This is an optimization exercise on Yosys and OpenROAD, whose aim is small area, a short achievable clock period and few clock cycles per item, not a production implementation.
The RTL was checked by simulation tests, not by an equivalence proof against the original design.
Power is estimated from default activity; no workload was simulated.

== zinc ==
// greedy_word_wrap_stream
module greedy_word_wrap_stream #(
  parameter int DEPTH = 60,
  parameter int QD    = 4
) (
  input  logic       clk,
  input  logic       rst,
  input  logic       cfg_write,
  input  logic [5:0] cfg_data,
  input  logic       push,
  output logic       full,
  input  logic [7:0] byte_value,
  input  logic       end_of_text,
  output logic       empty,
  input  logic       pop,
  output logic [7:0] out_byte,
  output logic       last_of_run,
  output logic       text_done,
  output logic       overlong_flag
);
For scale: ~700 flip-flops, ~33 I/O pins.
==> flow/config.mk <==
export PLATFORM = sky130hd
export DESIGN_NAME = greedy_word_wrap_stream
export DESIGN_NICKNAME = greedy_word_wrap_stream
export VERILOG_FILES = /design/flow/design.v
export SDC_FILE = /design/flow/constraint.sdc
export NUM_CORES = 4
export LEC_CHECK = 0
export CAP_MARGIN = 20
export CORE_MARGIN = 2
export CORE_UTILIZATION = 40
export CTS_BUF_LIST = sky130_fd_sc_hd__clkbuf_16
export CTS_CLUSTER_DIAMETER = 100
export CTS_CLUSTER_SIZE = 25
export SETUP_SLACK_MARGIN = 3.6
export SLEW_MARGIN = 20
==> flow/constraint.sdc <==
create_clock -name core_clock -period 6.0 [get_ports {clk}]
set_input_delay 1.2000 -clock core_clock [delete_from_list [all_inputs] [get_ports {clk}]]
set_output_delay 1.2000 -clock core_clock [all_outputs]
set_load 0.01 [all_outputs]
run.sh (not shown) runs the stock make flow with config.mk's settings and CLKGATE_MAP_FILE= SYNTH_SCRIPT=/design/flow/synth_recipe.tcl, a recipe that flattens the netlist after the stock synthesis.
Testbench counts of zinc, summed over its fixed seeds: cycles 25,442, items 23,625.
Changes in delta relative to zinc:
- SETUP_SLACK_MARGIN: 3.6 -> 3.4
[summary]
- Re growth of design area from synthesis to finish: zinc was higher than delta.
- Compared with zinc, delta shows a proportion of total power due to net switching that is 0.18 points higher.
- Summary of delta over zinc: share of post-route cells with drive strength above 1 saw a decrease, met3 global-route usage saw a decrease.
- Going from zinc to delta, design area shrank slightly.
- Fraction of area in non-clock buffers on delta is down relative to zinc.
- Diff zinc -> delta: mux cell area share after synthesis barely changed; sequential share of layout area has increased; internal power consumption shows no meaningful change; pin slew with the least headroom to its limit increased 80 ps.
### delta -> lagoon
- SETUP_SLACK_MARGIN: 3.4 -> 3.9
Results
The flow did not stop early for lagoon: all stages ran, and the layout cleared the timing, design-rule and antenna checks. Changes observed in lagoon relative to delta: maximum vdd ir drop now larger; required time of the critical path now larger; total number of vias now larger; worst slack on hold paths comparable; largest net degree at the start of global routing now smaller. Measured against each other, lagoon and delta differ in power per cell area, the lower figure coming from lagoon. Relative to delta, routed wire length increased by 3800 µm in lagoon. lagoon vs. delta: share of layout cells above drive strength 1 went up by 13 points. For lagoon, the start point of the critical path was wreg[1], unlike delta, where it was wp[1]. In the flow results for lagoon and delta, the sequential fraction of total cell area is larger on delta. The depth of the worst hold-timing path in lagoon sits 1 below the value recorded for delta. Diff lagoon and delta: met3 usage in global routing lower in lagoon.
Input-level comparison between amber and lagoon:
- SETUP_SLACK_MARGIN changed from 3.9 to 3.5
[summary]
amber: full flow OK, the timing, design-rule and antenna checks passed. No stage failed in lagoon, and the final checks on the layout all came back clean. Comparing lagoon with amber, the post-placement cell area came out essentially unchanged. On wire length, lagoon loses to amber. Compared to lagoon, amber has utilization of the core after routing 3.5 points lower. Non-clock buffer count (amber over lagoon): decrease, 121. amber ends up with a cell area that is 7.1% lower than in lagoon.
Input-level comparison between onyx and amber:
- SETUP_SLACK_MARGIN changed from 3.5 to 3.55
==> comparison <==
Compare amber and onyx | detailed-router iteration count before antenna repair higher: onyx
Sort amber and onyx by overall via count from detail_route desc -> top: amber
| hold slack | amber vs onyx | ≈ equal |
Input-level comparison between pepper and onyx:
- changing SETUP_SLACK_MARGIN from 3.55 to 3.65
==> run summary <==
- Every stage of the flow completed for pepper, and the final layout passed the timing, design-rule and antenna checks.
- First-pass detailed-route iteration total, onyx and pepper: larger value in onyx
- Summary: total vias in the final route, pepper worse than onyx
- pepper and onyx ended up with roughly the same least setup slack across all paths after layout.
- From onyx to pepper the numbers moved as follows: post-route cell area now sits higher, clock network fraction of total power lower.
- Wire length in pepper is about 2.7% higher than in onyx

== v24 ==
Another version of the RTL of greedy_word_wrap_stream (not shown whole).
Size in the first run: about 0.029 mm² of cells after synthesis.
clock: 6.0 ns
lec_check: 0
cap_margin: 20
core_margin: 2
core_utilization: 40
cts_buf_list: sky130_fd_sc_hd__clkbuf_16
cts_cluster_diameter: 100
cts_cluster_size: 25
setup_slack_margin: 3.5
slew_margin: 20
v24: no failed stages, no open violations at the end
Testbench counts of v24, summed over its fixed seeds: cycles 25,442, items 23,625.
> inputs changed (v24 -> v37)
- CTS_CLUSTER_SIZE changed from 25 to 20
Notes after the runs:
- The number of clock buffers in the layout of v37 exceeds that of v24 by about 20%.
- The net switching power of the design of v37 was inferior to that of v24.
- In the flow results for v24 and v37, the design area is larger on v37.
- Looking only at minimum clock period, and setting everything else aside, the lower value of v24 and v37 goes to v24.
- Relative to v24, the signed area change from the synthesized netlist to the final layout of v37 is higher by 0.72 points.
- Where timing-limited maximum frequency is concerned, v24 is better than v37.
- v37 has worst setup slack below what v24 had.
- On worst hold slack, v24 beats v37.

[re-timing with driven ports]
No port has a modelled driver above. Below, the same layouts with a new extraction and two added sets of constraints.
Step 1 assumes that a clkbuf_16 drives the clock port and a buf_2 every other input.
Step 2 times the ports against the registers' clock, not the clock port: input delays grow and output delays shrink by t, the midpoint of the rising clock arrivals with the driver on.
Slacks: ideal ports / drivers / drivers and shift; pairs: ideal ports / drivers.
run | t (ns) | setup slack, ns | worst setup path at the end | worst slew at a driven data input, ns | cell pins on the clock port's net
zinc | 0.637 | 3.659 / 3.595 / 3.167 | input to register | 0.04 | 1
delta | 0.643 | 3.402 / 3.402 / 2.893 | input to register | 0.04 | 1
lagoon | 0.658 | 3.622 / 3.605 / 3.227 | input to register | 0.06 | 1
amber | 0.635 | 3.568 / 3.505 / 3.189 | input to register | 0.04 | 1
onyx | 0.638 | 3.601 / 3.541 / 3.176 | input to register | 0.04 | 1
pepper | 0.633 | 3.600 / 3.589 / 3.151 | input to register | 0.04 | 1
v24 | 0.643 | 3.397 / 3.397 / 3.098 | input to register | 0.03 | 1
v37 | 0.645 | 3.370 / 3.370 / 3.111 | input to register | 0.03 | 1
After both steps every run listed still meets setup and hold. The setup slack of delta, which loses most, moves by 0.000 ns with the drivers and by -0.509 ns with both steps.
